This is an optimization exercise on Yosys and OpenROAD, whose aim is small area and few clock cycles, not a production implementation. Only simulation tests tie the RTL to the original design; equivalence was not proved.

==> violet <==
// phase_to_complex_transmission
module phase_to_complex_transmission #(
   parameter int unsigned CORDIC_STAGES = 18
) (
   input  logic                                 clock,
   input  logic                                 reset,
   input  logic                                 req_valid,
   output logic                                 req_ready,
   input  logic signed [ptc_pkg::SAMPLE_W-1:0]  req_sample,
   input  logic                                 req_last,
   output logic                                 rsp_valid,
   input  logic                                 rsp_ready,
   output logic signed [ptc_pkg::OUT_W-1:0]     rsp_real,
   output logic signed [ptc_pkg::OUT_W-1:0]     rsp_imag,
   output logic                                 rsp_last,
   input  logic                                 csr_valid,
   output logic                                 csr_ready,
   input  logic [ptc_pkg::CSR_INDEX_W-1:0]      csr_index,
   input  logic [ptc_pkg::CSR_DATA_W-1:0]       csr_wdata
);
  ...
export LEC_CHECK = 0
export ABC_AREA = 1
export CAP_MARGIN = 20
export CORE_MARGIN = 2
export CORE_UTILIZATION = 50
export PLACE_DENSITY = 0.7
export SLEW_MARGIN = 20
create_clock -name core_clock -period 12.0 [get_ports {clock}]
run.sh (not shown) runs the stock make flow with config.mk's settings and CLKGATE_MAP_FILE= SYNTH_SCRIPT=/design/flow/synth_recipe.tcl, a recipe that flattens the netlist after the stock synthesis.
==> willow (differences from violet) <==
--- a/flow/design.v
+++ b/flow/design.v
@@ -35,24 +35,12 @@
    logic signed [31:0] dx, dy;
    always_comb begin
       dx = y_i >>> STAGE;
       dy = x_i >>> STAGE;
    end
-   localparam int unsigned W = (STAGE >= 6 && STAGE <= 13) ? 31 : 32;
-   logic [31:0] bx, by;
-   logic [W-1:0] sx, sy;
-   assign bx = dx ^ {32{dir}};
-   assign by = (dy ^ {32{!dir}}) & {32{!hold}};
-   ptc_adds #(.W(W)) ax (.a(x_i[W-1:0]), .b(bx[W-1:0]), .ci(dir), .s(sx));
-   ptc_adds #(.W(W)) ay (.a(y_i[W-1:0]), .b(by[W-1:0]), .ci(!dir && !hold), .s(sy));
-   if (W < 32) begin : g_ext
-      assign x_o = {sx[W-1], sx};
-      assign y_o = {sy[W-1], sy};
-   end else begin : g_full
-      assign x_o = sx;
-      assign y_o = sy;
-   end
+   ptc_adds #(.W(32)) ax (.a(x_i), .b(dx ^ {32{dir}}), .ci(dir), .s(x_o));
+   ptc_adds #(.W(32)) ay (.a(y_i), .b((dy ^ {32{!dir}}) & {32{!hold}}), .ci(!dir && !hold), .s(y_o));
 endmodule
 module ptc_xy_seg #(
    parameter int unsigned FIRST = 0,
    parameter int unsigned LAST  = 0
 ) (
@@ -120,27 +108,10 @@
       assign s = p ^ {G[L][W-2:0], ci};
    end else begin : g_s1
       assign s = p ^ ci;
    end
 endmodule
-module ptc_out_round (
-   input  logic signed [31:0] u,
-   input  logic signed [31:0] e,
-   input  logic               sub,
-   input  logic               neg,
-   output logic [32:0]        t
-);
-   logic [32:0] a, b, k, s, cy;
-   logic [1:0]  k0;
-   assign k0 = neg ? (sub ? 2'd1 : 2'd2) : {1'b0, sub};
-   assign a  = {u[31], u} ^ {33{neg}};
-   assign b  = {e[31], e} ^ {33{sub ^ neg}};
-   assign k  = {19'd0, 1'b1, 11'd0, k0};
-   assign s  = a ^ b ^ k;
-   assign cy = (a & b) | (a & k) | (b & k);
-   ptc_adds #(.W(33)) u_add (.a(s), .b({cy[31:0], 1'b0}), .ci(1'b0), .s(t));
-endmodule
 module ptc_qest (
    input  logic [17:0] ph,
    output logic [17:0] q
 );
    logic [17:0] ph_u;
@@ -2435,34 +2406,22 @@
    logic                     s7_v, s7_l, s7_w, s8_v, s8_l, s8_w;
    ptc_xy_seg #(.FIRST(9), .LAST(11)) u_seg2 (
       .dir (s6_dir), .hold (s6_w), .x_i (s6_x), .y_i (s6_y), .x_o (x12), .y_o (y12));
    ptc_xy_seg #(.FIRST(12), .LAST(14)) u_seg3 (
       .dir (s7_dir), .hold (s7_w), .x_i (s7_x), .y_i (s7_y), .x_o (x15), .y_o (y15));
-   logic signed [31:0]       xs17, ys17;
+   logic signed [31:0]       xs18, ys18;
    logic [ANGLE_W:0]         c_t, s_t;
    logic signed [OUT_W-1:0]  fmt_re, fmt_im;
-   logic [18+OUT_W+1:0]      out_ff;
-   ptc_xy_seg #(.FIRST(15), .LAST(16)) u_seg4 (
-      .dir (s8_dir), .hold (s8_w), .x_i (s8_x), .y_i (s8_y), .x_o (xs17), .y_o (ys17));
-   ptc_out_round u_rnd_c (
-      .u   (xs17),
-      .e   (ys17 >>> 17),
-      .sub (s8_dir[17]),
-      .neg (s8_neg),
-      .t   (c_t)
-   );
-   ptc_out_round u_rnd_s (
-      .u   (ys17),
-      .e   (s8_w ? 32'sd0 : xs17 >>> 17),
-      .sub (!s8_dir[17] && !s8_w),
-      .neg (s8_neg),
-      .t   (s_t)
-   );
+   logic [2*OUT_W:0]         out_ff;
+   ptc_xy_seg #(.FIRST(15), .LAST(17)) u_seg4 (
+      .dir (s8_dir), .hold (s8_w), .x_i (s8_x), .y_i (s8_y), .x_o (xs18), .y_o (ys18));
    always_comb begin
+      c_t = ({xs18[31], xs18} ^ {33{s8_neg}}) + {19'd0, 1'b1, 12'd0, s8_neg};
+      s_t = ({ys18[31], ys18} ^ {33{s8_neg}}) + {19'd0, 1'b1, 12'd0, s8_neg};
       if (s8_w) begin
          fmt_re = ONE_Q16;
-         fmt_im = xs17[23:0];
+         fmt_im = xs18[23:0];
       end else begin
          fmt_re = {{5{c_t[32]}}, c_t[32:14]};
          fmt_im = {{5{s_t[32]}}, s_t[32:14]};
       end
    end
@@ -2528,13 +2487,13 @@
          s8_y    <= y15;
          s8_dir  <= s7_dir;
          s8_neg  <= s7_neg;
          s8_l    <= s7_l;
          s8_w    <= s7_w;
-         out_ff  <= {fmt_re[18:0], fmt_im, s8_l};
+         out_ff  <= {fmt_re, fmt_im, s8_l};
       end
    end
    assign rsp_valid = out_valid;
-   assign rsp_real  = {{5{out_ff[18+OUT_W+1]}}, out_ff[18+OUT_W+1:OUT_W+1]};
+   assign rsp_real  = out_ff[2*OUT_W:OUT_W+1];
    assign rsp_imag  = out_ff[OUT_W:1];
    assign rsp_last  = out_ff[0];
 endmodule
Settings changed: CORE_UTILIZATION 50 to 40, PLACE_DENSITY 0.7 to 0.6.
==> ember (differences from violet) <==
--- a/flow/design.v
+++ b/flow/design.v
@@ -2193,18 +2193,44 @@
    logic [LAST+1:FIRST][31:0] z;
    assign z[FIRST] = z_i;
    for (genvar i = FIRST; i <= LAST; i++) begin : g_step
       localparam int unsigned W = 32 - i;
       localparam logic [W-1:0] AT = W'(atan_q30(i));
-      logic [W-1:0] zc;
-      logic         d;
-      logic [W-1:0] zn;
-      assign zc = z[i][W-1:0];
-      assign d  = !zc[W-1];
-      ptc_adds #(.W(W)) u_add (.a(zc), .b(AT ^ {W{d}}), .ci(d), .s(zn));
-      assign dir_o[i] = d;
-      assign z[i+1] = {{(32-W){1'b0}}, zn};
+      if ((i - FIRST) % 2 == 1) begin : g_skip
+      end else if (i + 1 <= LAST) begin : g_pair
+         localparam logic [W-1:0] BT = W'(atan_q30(i + 1));
+         logic [W-1:0] zc, thr, k, zn;
+         logic [W:0]   cmp;
+         logic         d0, d1;
+         assign zc = z[i][W-1:0];
+         assign d0 = !zc[W-1];
+         assign thr = d0 ? AT : -AT;
+         ptc_adds #(.W(W+1)) u_cmp (.a({zc[W-1], zc}), .b(~{thr[W-1], thr}), .ci(1'b1), .s(cmp));
+         assign d1 = !cmp[W];
+         always_comb begin
+            case ({d0, d1})
+               2'b11:   k = -AT - BT;
+               2'b10:   k = -AT + BT;
+               2'b01:   k = AT - BT;
+               default: k = AT + BT;
+            endcase
+         end
+         ptc_adds #(.W(W)) u_add (.a(zc), .b(k), .ci(1'b0), .s(zn));
+         assign dir_o[i]   = d0;
+         assign dir_o[i+1] = d1;
+         assign z[i+1] = '0;
+         assign z[i+2] = {{(32-W){1'b0}}, zn};
+      end else begin : g_single
+         logic [W-1:0] zc;
+         logic         d;
+         logic [W-1:0] zn;
+         assign zc = z[i][W-1:0];
+         assign d  = !zc[W-1];
+         ptc_adds #(.W(W)) u_add (.a(zc), .b(AT ^ {W{d}}), .ci(d), .s(zn));
+         assign dir_o[i] = d;
+         assign z[i+1] = {{(32-W){1'b0}}, zn};
+      end
    end
    for (genvar j = 0; j < 18; j++) begin : g_zero
       if (j < FIRST || j > LAST) begin : g_z
          assign dir_o[j] = 1'b0;
       end
@@ -2303,19 +2329,10 @@
    input  logic                                 csr_valid,
    output logic                                 csr_ready,
    input  logic [ptc_pkg::CSR_INDEX_W-1:0]      csr_index,
    input  logic [ptc_pkg::CSR_DATA_W-1:0]       csr_wdata
 );
-   function automatic logic signed [23:0] sat_out(input logic signed [55:0] v);
-      if (v > 56'sd8388607) begin
-         sat_out = 24'sh7FFFFF;
-      end else if (v < -56'sd8388608) begin
-         sat_out = 24'sh800000;
-      end else begin
-         sat_out = v[23:0];
-      end
-   endfunction
    logic [SCALE_W-1:0] phase_scale_ff;
    logic               weak_mode_ff;
    logic               advance;
    logic               accept;
    logic               out_valid;
@@ -2343,11 +2360,11 @@
       .c (phase_scale_ff),
       .p (prod)
    );
    logic [17:0]              q2;
    logic [40:0]              r2;
-   logic signed [PROD_W-1:0] w_sum, w_shift;
+   logic [36:0]              w_t;
    logic signed [23:0]       weak2;
    logic [40:0]              s2_r;
    logic                     s2_v, s2_l, s2_w;
    ptc_qest u_qest (
       .ph (s1_p[PROD_W-1:38]),
@@ -2356,14 +2373,17 @@
    ptc_rem u_rem (
       .p  (s1_p[40:0]),
       .q  (q2),
       .r  (r2)
    );
+   ptc_adds #(.W(37)) u_wrnd (.a(s1_p[55:19]), .b(37'd0), .ci(1'b1), .s(w_t));
    always_comb begin
-      w_sum   = s1_p + 56'sd524288;
-      w_shift = w_sum >>> 20;
-      weak2   = sat_out(w_shift);
+      if (w_t[36:24] == {13{w_t[36]}}) begin
+         weak2 = w_t[24:1];
+      end else begin
+         weak2 = w_t[36] ? 24'sh800000 : 24'sh7FFFFF;
+      end
    end
    logic [31:0]              z0, z2;
    logic                     neg3;
    logic [17:0]              dir_a;
    logic [31:0]              s3_z;
Settings changed: CORE_UTILIZATION 50 to 40, PLACE_DENSITY 0.7 to 0.6.
==> qor summary <==
quantity                                                            ember                willow                  violet
Grt met3 use                                                       0.0351                0.0323                  0.0443
Worst hold start                                           s7_l$_DFFE_PN_  s7_dir[15]$_DFFE_PN_          s5_l$_DFFE_PN_
Final period demand of the worst path                            10570 ps              10630 ps                10580 ps
Number of DRC markers in iteration 0                                 7023                  6644                    7996
Register Area                                                 16000 sq um           16200 sq um             16000 sq um
First-pass iteration count of the detailed router                       8                    10                       8
Synthesis-to-finish area growth                                     7.50%                 7.52%                   6.78%
Logic inverters                                                      2339                  2457                    2445
Area of combinational cells with multiple inputs              71600 sq um           73600 sq um             72300 sq um
Least setup slack across all paths after layout                   1430 ps               1370 ps                 1420 ps
Status                                           timing/DRC/antenna clean  timing/DRC/antenna clean  timing/DRC/antenna clean
Die height                                                    499 microns           505 microns             449 microns
Number of sequential storage elements                                 569                   573                     569
Per-cell routed wire length                                  18.8 microns          18.7 microns            19.1 microns
Relative slew margins                                               0.173                 0.238                   0.166
Met1 layer wirelength in the final routing                         138 mm                138 mm                  129 mm
Dpl ws                                                            1600 ps               1390 ps                 1590 ps
Area share of fa/ha/maj cells after synthesis                       0.299                 0.292                   0.302
Crit path to                                       s3_z[25]$_SDFFCE_PP0N_    s3_z[19]$_DFFE_PN_  s3_z[29]$_SDFFCE_PP0N_
Skew final                                                        30.3 ps               53.6 ps                 54.5 ps
Total placed instance area                                   103000 sq um          105000 sq um            103000 sq um
R2R Path End                                       s3_z[25]$_SDFFCE_PP0N_    s3_z[19]$_DFFE_PN_  s3_z[29]$_SDFFCE_PP0N_
Testbench counts of violet, summed over its fixed seeds: cycles 8,072.
Testbench counts of willow, summed over its fixed seeds: cycles 8,072.
Testbench counts of ember, summed over its fixed seeds: cycles 8,072.

-- port drivers added, routing unchanged --
How much do the figures lean on ideal ports? The routed layouts below were timed once more, with nothing changed but the port constraints. Step 1 sets driving cells, clkbuf_16 on the clock port and buf_2 on the other inputs (assumed; they add their load-dependent delay and slew). Step 2 times the ports against the registers' clock, not the clock port: input delays grow and output delays shrink by t, the midpoint of the rising clock arrivals with the driver on. Three values: ideal ports, drivers, drivers and shift; two values: the first two.
run	t, ns	setup WS [ns]	cell pins on the clock port's net
violet	0.784	1.420 / 1.420 / 1.420	1
willow	0.791	1.369 / 1.369 / 1.369	1
ember	0.776	1.429 / 1.429 / 1.420	1
After both steps setup and hold are still met in every run listed. For ember, which loses most, drivers alone change the setup slack by 0.000 ns; drivers and shift together by -0.009 ns.
